What follows belongs to an exercise in optimizing a design on an open flow for small area, a short achievable clock period and few clock cycles per item; a production flow would make more cautious choices.
Only simulation tests tie the RTL to the original design; equivalence was not proved.

==> flow/design.v (excerpt) <==
module pe_requant #(
    parameter int ACC_W  = 32,
    parameter int MULT_W = 16,
    parameter int CNT_W  = 16
) (
    input  logic              clk,
    input  logic              rst_n,
    input  logic              in_valid,
    output logic              in_ready,
    input  logic [ACC_W-1:0]  in_acc,
    input  logic [ACC_W-1:0]  in_bias,
    input  logic              in_last,
    output logic              out_valid,
    input  logic              out_ready,
    output logic [7:0]        out_data,
    output logic              out_last,
    input  logic              cfg_we,
    input  logic [MULT_W-1:0] cfg_mult,
    input  logic [4:0]        cfg_shift,
    input  logic [7:0]        cfg_zp,
    output logic              busy,
    output logic [CNT_W-1:0]  out_count
);
    localparam int SUM_W = ACC_W + 1;    
    localparam int W     = 49;           
    localparam int NDIG  = 9;            
    localparam int NH    = 4;            
    logic [NDIG-1:0] bone;
    logic [NDIG-2:0] btwo, bneg;
    logic [4:0]      cfg_shift_q;
    logic [7:0]      cfg_zp_q;
    logic        s1_vld, s2_vld, r3_vld;
    logic        s1_last, s2_last;
    logic        room_q;                  
    logic        any_q;                   
    logic        in_fire, pop, cfg_apply;
  ...
Size: about 250 flip-flops, roughly 130 I/O pins, ~23000 sq um of cells after synthesis.
Settings: LEC_CHECK=0, ABC_CLOCK_PERIOD_IN_PS=4400, CAP_MARGIN=20, CORE_MARGIN=2, CORE_UTILIZATION=55, CTS_BUF_LIST=sky130_fd_sc_hd__clkbuf_4 sky130_fd_sc_hd__clkbuf_8, CTS_CLUSTER_SIZE=30, SETUP_SLACK_MARGIN=5.0, SLEW_MARGIN=20, SYNTH_HIERARCHICAL=1, SYNTH_MINIMUM_KEEP_SIZE=0; clock period 9.0 ns.
standard.sh (not shown) runs the stock make flow with config.mk's settings and CLKGATE_MAP_FILE= SYNTH_SCRIPT=/design/flow/synth_recipe.tcl, a recipe that flattens the netlist after the stock synthesis.
==> flow/flow/run.sh <==
#!/bin/bash
# Standard layout, with plain buffers (not delay buffers) on the ports and a
# clock tree without dummy loads.
export BUFFER_PORTS_ARGS="-buffer_cell sky130_fd_sc_hd__buf_1"
export CTS_ARGS="-sink_clustering_enable -repair_clock_nets -dont_use_dummy_load -sink_clustering_size 16 -sink_clustering_max_diameter 70 -buf_list {sky130_fd_sc_hd__clkbuf_8}"
bash standard.sh > standard.log 2>&1
Testbench counts at the start, summed over its fixed seeds: cycles 11,268, items 10,948.
Then changed:
--- a/flow/design.v
+++ b/flow/design.v
@@ -1108,32 +1108,35 @@
                                 res = r3_sgn ? 8'd0 : 8'd255;
         else if (v[9])          res = 8'd0;
         else if (v[8])          res = 8'd255;
         else                    res = v[7:0];
     end
     assign r3_dat = {r3_last, res};
-    logic [NH-1:0] h_vld, nh_vld;
+    logic [NH-1:0] h_vld;                 
     logic [8:0]    h_dat [NH];
-    assign out_valid = h_vld[0];
-    assign out_data  = h_dat[0][7:0];
-    assign out_last  = h_dat[0][8];
-    assign pop       = h_vld[0] && out_ready;
-    always_comb begin
-        if (r3_vld && !pop)      nh_vld = {h_vld[NH-2:0], 1'b1};
-        else if (!r3_vld && pop) nh_vld = {1'b0, h_vld[NH-1:1]};
-        else                     nh_vld = h_vld;
-    end
+    logic [1:0]    h_wp, h_rp;
+    assign out_valid = h_vld[h_rp];
+    assign out_data  = h_dat[h_rp][7:0];
+    assign out_last  = h_dat[h_rp][8];
+    assign pop       = out_valid && out_ready;
     always_ff @(posedge clk) begin
-        for (int k = 0; k < NH; k++) begin
-            if (pop) begin
-                if (k < NH - 1 && h_vld[k+1]) h_dat[k] <= h_dat[k+1];
-                else                          h_dat[k] <= r3_dat;
-            end else begin
-                if (h_vld[k])                 h_dat[k] <= h_dat[k];
-                else                          h_dat[k] <= r3_dat;
+        for (int k = 0; k < NH; k++)
+            if (r3_vld && h_wp == 2'(k)) h_dat[k] <= r3_dat;
+    end
+    always_ff @(posedge clk or negedge rst_n) begin
+        if (!rst_n) begin
+            h_vld <= '0;
+            h_wp  <= 2'd0;
+            h_rp  <= 2'd0;
+        end else begin
+            for (int k = 0; k < NH; k++) begin
+                if (r3_vld && h_wp == 2'(k))   h_vld[k] <= 1'b1;
+                else if (pop && h_rp == 2'(k)) h_vld[k] <= 1'b0;
             end
+            if (r3_vld) h_wp <= h_wp + 2'd1;
+            if (pop)    h_rp <= h_rp + 2'd1;
         end
     end
     logic [NH-1:0] fl_q, fl_nxt;
     logic          fl_inc, fl_dec;
     assign fl_inc = in_fire && !pop;
     assign fl_dec = pop && !in_fire;
@@ -1146,19 +1149,17 @@
     assign any_q  = fl_q[0];
     always_ff @(posedge clk or negedge rst_n) begin
         if (!rst_n) begin
             s1_vld <= 1'b0;
             s2_vld <= 1'b0;
             r3_vld <= 1'b0;
-            h_vld  <= '0;
             fl_q   <= '0;
         end else begin
             s1_vld <= in_fire;
             s2_vld <= s1_vld;
             r3_vld <= s2_vld;
-            h_vld  <= nh_vld;
             fl_q   <= fl_nxt;
         end
     end
     logic [17:0] mx;
     logic [NDIG-1:0] bone_n;
     logic [NDIG-2:0] btwo_n, bneg_n;
Die area went down by 1.2%.
Via count goes down by 6.5%.
Hold slack got worse by 0.0041 ns.
Routed wire length decreases by 4.0%.
Cell area is about the same.
Testbench counts after the change, summed over its fixed seeds: cycles 11,268, items 10,948.


Setup of rev 12:
Another version of the RTL of pe_requant (not shown whole).
For scale: about 2200 cells after synthesis, roughly 250 flip-flops, about 130 I/O pins, roughly 22000 um^2 of cells after synthesis.
==> flow/config.mk <==
export PLATFORM = sky130hd
export DESIGN_NAME = pe_requant
export DESIGN_NICKNAME = pe_requant
export VERILOG_FILES = /design/flow/design.v
export SDC_FILE = /design/flow/constraint.sdc
export NUM_CORES = 4
export LEC_CHECK = 0
export ABC_CLOCK_PERIOD_IN_PS = 4400
export CAP_MARGIN = 20
export CORE_MARGIN = 2
export CORE_UTILIZATION = 55
export CTS_BUF_LIST = sky130_fd_sc_hd__clkbuf_4 sky130_fd_sc_hd__clkbuf_8
export CTS_CLUSTER_SIZE = 30
export SETUP_SLACK_MARGIN = 5.0
export SLEW_MARGIN = 20
export SYNTH_HIERARCHICAL = 1
export SYNTH_MINIMUM_KEEP_SIZE = 0
==> flow/constraint.sdc <==
create_clock -name core_clock -period 9.0 [get_ports {clk}]
set_input_delay 1.8000 -clock core_clock [delete_from_list [all_inputs] [get_ports {clk}]]
set_output_delay 1.8000 -clock core_clock [all_outputs]
set_load 0.01 [all_outputs]
Scripts as last shown in full above: flow/flow/run.sh
Testbench counts of rev 12, summed over its fixed seeds: cycles 11,268, items 10,948.
Changes in rev 13 relative to rev 12:
--- a/flow/design.v
+++ b/flow/design.v
@@ -627,27 +627,27 @@
     always_ff @(posedge clk) s2_y[33] <= t433;
     always_ff @(posedge clk) s2_y[34] <= t435;
     always_ff @(posedge clk) s2_y[35] <= t437;
     always_ff @(posedge clk) s2_y[36] <= t439;
     always_ff @(posedge clk) s2_y[37] <= t441;
     always_ff @(posedge clk) s2_y[38] <= t443;
     always_ff @(posedge clk) s2_y[39] <= t445;
     always_ff @(posedge clk) s2_y[40] <= t447;
     always_ff @(posedge clk) s2_last <= s1_last;
     logic [W-1:0] p;
     logic [30:0]  hmask;
-    logic [9:0]   win;                    
-    logic [24:0]  w16;
-    logic [16:0]  w8;
-    logic [12:0]  w4;
-    logic [10:0]  w2;
+    logic [8:0]   win;                    
+    logic [23:0]  w16;
+    logic [15:0]  w8;
+    logic [11:0]  w4;
+    logic [9:0]   w2;
     logic [40:0]  q;
     logic         sgn, z_fix, o_fix, z_vlo, o_vlo, z_vhi, o_vhi;
     logic [W-1:0] a3_a, a3_b, a3_s;
     assign a3_a = s2_x;
     assign a3_b = s2_y;
     logic [40:0] a3_g0, a3_p0;
     assign a3_g0 = a3_a & a3_b;
     assign a3_p0 = a3_a ^ a3_b;
     logic a3_G0, a3_P0;
     assign a3_G0 = a3_g0[1] | (a3_p0[1] & a3_g0[0]);
     assign a3_P0 = a3_p0[1] & a3_p0[0];
@@ -950,60 +950,58 @@
     assign a3_P99 = a3_P58 & a3_P92;
     logic a3_G100, a3_P100;
     assign a3_G100 = a3_G59 | (a3_P59 & a3_G92);
     assign a3_P100 = a3_P59 & a3_P92;
     logic a3_G101, a3_P101;
     assign a3_G101 = a3_G76 | (a3_P76 & a3_G92);
     assign a3_P101 = a3_P76 & a3_P92;
     assign a3_s = a3_p0 ^ {a3_G100, a3_G99, a3_G98, a3_G97, a3_G96, a3_G95, a3_G94, a3_G93, a3_G92, a3_G91, a3_G90, a3_G89, a3_G88, a3_G87, a3_G86, a3_G85, a3_G84, a3_G83, a3_G82, a3_G81, a3_G80, a3_G79, a3_G78, a3_G77, a3_G67, a3_G66, a3_G65, a3_G64, a3_G63, a3_G62, a3_G61, a3_G60, a3_G43, a3_G42, a3_G41, a3_G40, a3_G21, a3_G20, a3_G0, a3_g0[0], 1'b0};
     always_comb begin
         p      = a3_s;
         q      = {p[39:0], 1'b0};         
-        w16    = cfg_shift_q[4] ? q[40:16]  : q[24:0];
-        w8     = cfg_shift_q[3] ? w16[24:8] : w16[16:0];
-        w4     = cfg_shift_q[2] ? w8[16:4]  : w8[12:0];
-        w2     = cfg_shift_q[1] ? w4[12:2]  : w4[10:0];
-        win    = cfg_shift_q[0] ? w2[10:1]  : w2[9:0];
+        w16    = cfg_shift_q[4] ? q[39:16]  : q[23:0];
+        w8     = cfg_shift_q[3] ? w16[23:8] : w16[15:0];
+        w4     = cfg_shift_q[2] ? w8[15:4]  : w8[11:0];
+        w2     = cfg_shift_q[1] ? w4[11:2]  : w4[9:0];
+        win    = cfg_shift_q[0] ? w2[9:1]   : w2[8:0];
         hmask  = {31{1'b1}} << cfg_shift_q;       
         sgn    = p[W-1];
         z_fix  = ~|p[40:39];
         o_fix  = &p[40:39];
         z_vlo  = ~|(p[23:8] & hmask[15:0]);
         o_vlo  = &(p[23:8] | ~hmask[15:0]);
         z_vhi  = ~|(p[38:24] & hmask[30:16]);
         o_vhi  = &(p[38:24] | ~hmask[30:16]);
     end
     logic       r3_last, r3_sgn, r3_zfix, r3_ofix, r3_zvlo, r3_ovlo, r3_zvhi, r3_ovhi;
-    logic       r3_big, r3_bsgn;
-    logic [9:0] r3_win;
+    logic       r3_big;
+    logic [8:0] r3_win;
     always_ff @(posedge clk) begin
         r3_last <= s2_last;
         r3_big  <= s2_big;
-        r3_bsgn <= s2_bsgn;
-        r3_sgn  <= sgn;
+        r3_sgn  <= s2_big ? s2_bsgn : sgn;    
         r3_zfix <= z_fix;
         r3_ofix <= o_fix;
         r3_zvlo <= z_vlo;
         r3_ovlo <= o_vlo;
         r3_zvhi <= z_vhi;
         r3_ovhi <= o_vhi;
         r3_win  <= win;
     end
     logic signed [9:0] v;
     logic [7:0]        res;
     logic [8:0]        r3_dat;            
     always_comb begin
-        v = $signed({r3_win[9], r3_win[9:1]}) + $signed({9'd0, r3_win[0]})
+        v = $signed({{2{r3_sgn}}, r3_win[8:1]}) + $signed({9'd0, r3_win[0]})
           + $signed({2'b00, cfg_zp_q});
-        if (r3_big)             res = r3_bsgn ? 8'd0 : 8'd255;
-        else if (!((r3_zfix && r3_zvlo && r3_zvhi) || (r3_ofix && r3_ovlo && r3_ovhi)))
+        if (r3_big || !((r3_zfix && r3_zvlo && r3_zvhi) || (r3_ofix && r3_ovlo && r3_ovhi)))
                                 res = r3_sgn ? 8'd0 : 8'd255;
         else if (v[9])          res = 8'd0;
         else if (v[8])          res = 8'd255;
         else                    res = v[7:0];
     end
     assign r3_dat = {r3_last, res};
     logic [NH-1:0] h_vld;                 
     logic [8:0]    h_dat [NH];
     logic [1:0]    h_wp, h_rp;
     assign out_valid = h_vld[h_rp];
     assign out_data  = h_dat[h_rp][7:0];
### Flow results
Rev 13 vs rev 12, total non-filler cell area in the finished layout went down by 120 um^2. Rev 13 ends up with a least setup slack across all paths after layout that is 0.017 ns higher than in rev 12. Detailed placement HPWL across rev 12 and rev 13: no real change. Rev 13: sink count of the clock tree 2 below rev 12. Rev 12 gets by with more registers than rev 13. Per the comparison of rev 13 with rev 12, utilization of the core after routing -0.17 points, share of the clock period used by the worst path -0.19 points, met3 usage +0.33 points. Total CTS buffers (rev 13 over rev 12): increase, about 4%. | slack of the worst reg-to-reg path | rev 13 vs rev 12 | worse |. Compared with rev 12, rev 13 shows routed wire length higher by 0.41%.
Testbench counts of rev 13, summed over its fixed seeds: cycles 11,268, items 10,948.

[static timing again, ports no longer ideal]
The results above use ideal ports. As a check the final layouts listed here were re-extracted and re-timed, cells and wires unchanged. Step 1 sets driving cells, clkbuf_16 on the clock port and buf_2 on the other inputs (assumed; they add their load-dependent delay and slew). Step 2 moves the port delays by t, midway between the first and last clock arrival at a register: inputs arrive t later, outputs are due t later. That takes back most of the time a late clock gives input paths. a / b / c = no drivers / after step 1 / after step 2; a / b = the first two.
| run | shift t [ns] | slack for setup (ns) | hold WS [ns] | worst setup path after step 2 | cell pins on the clock port's net |
|---|---|---|---|---|---|
| the first run of note 1 | 0.639 | 5.006 / 4.984 / 4.592 | 0.337 / 0.337 / 0.337 | input to register | 1 |
| the second run of note 1 | 0.629 | 5.028 / 5.002 / 4.592 | 0.333 / 0.333 / 0.333 | input to register | 1 |
| rev 12 | 0.626 | 5.028 / 5.007 / 4.521 | 0.337 / 0.337 / 0.337 | input to register | 1 |
| rev 13 | 0.621 | 5.045 / 5.022 / 4.523 | 0.344 / 0.344 / 0.344 | input to register | 1 |
After both steps setup and hold are still met in every run listed. The setup slack of rev 13, which loses most, moves by -0.023 ns with the drivers and by -0.522 ns with both steps.
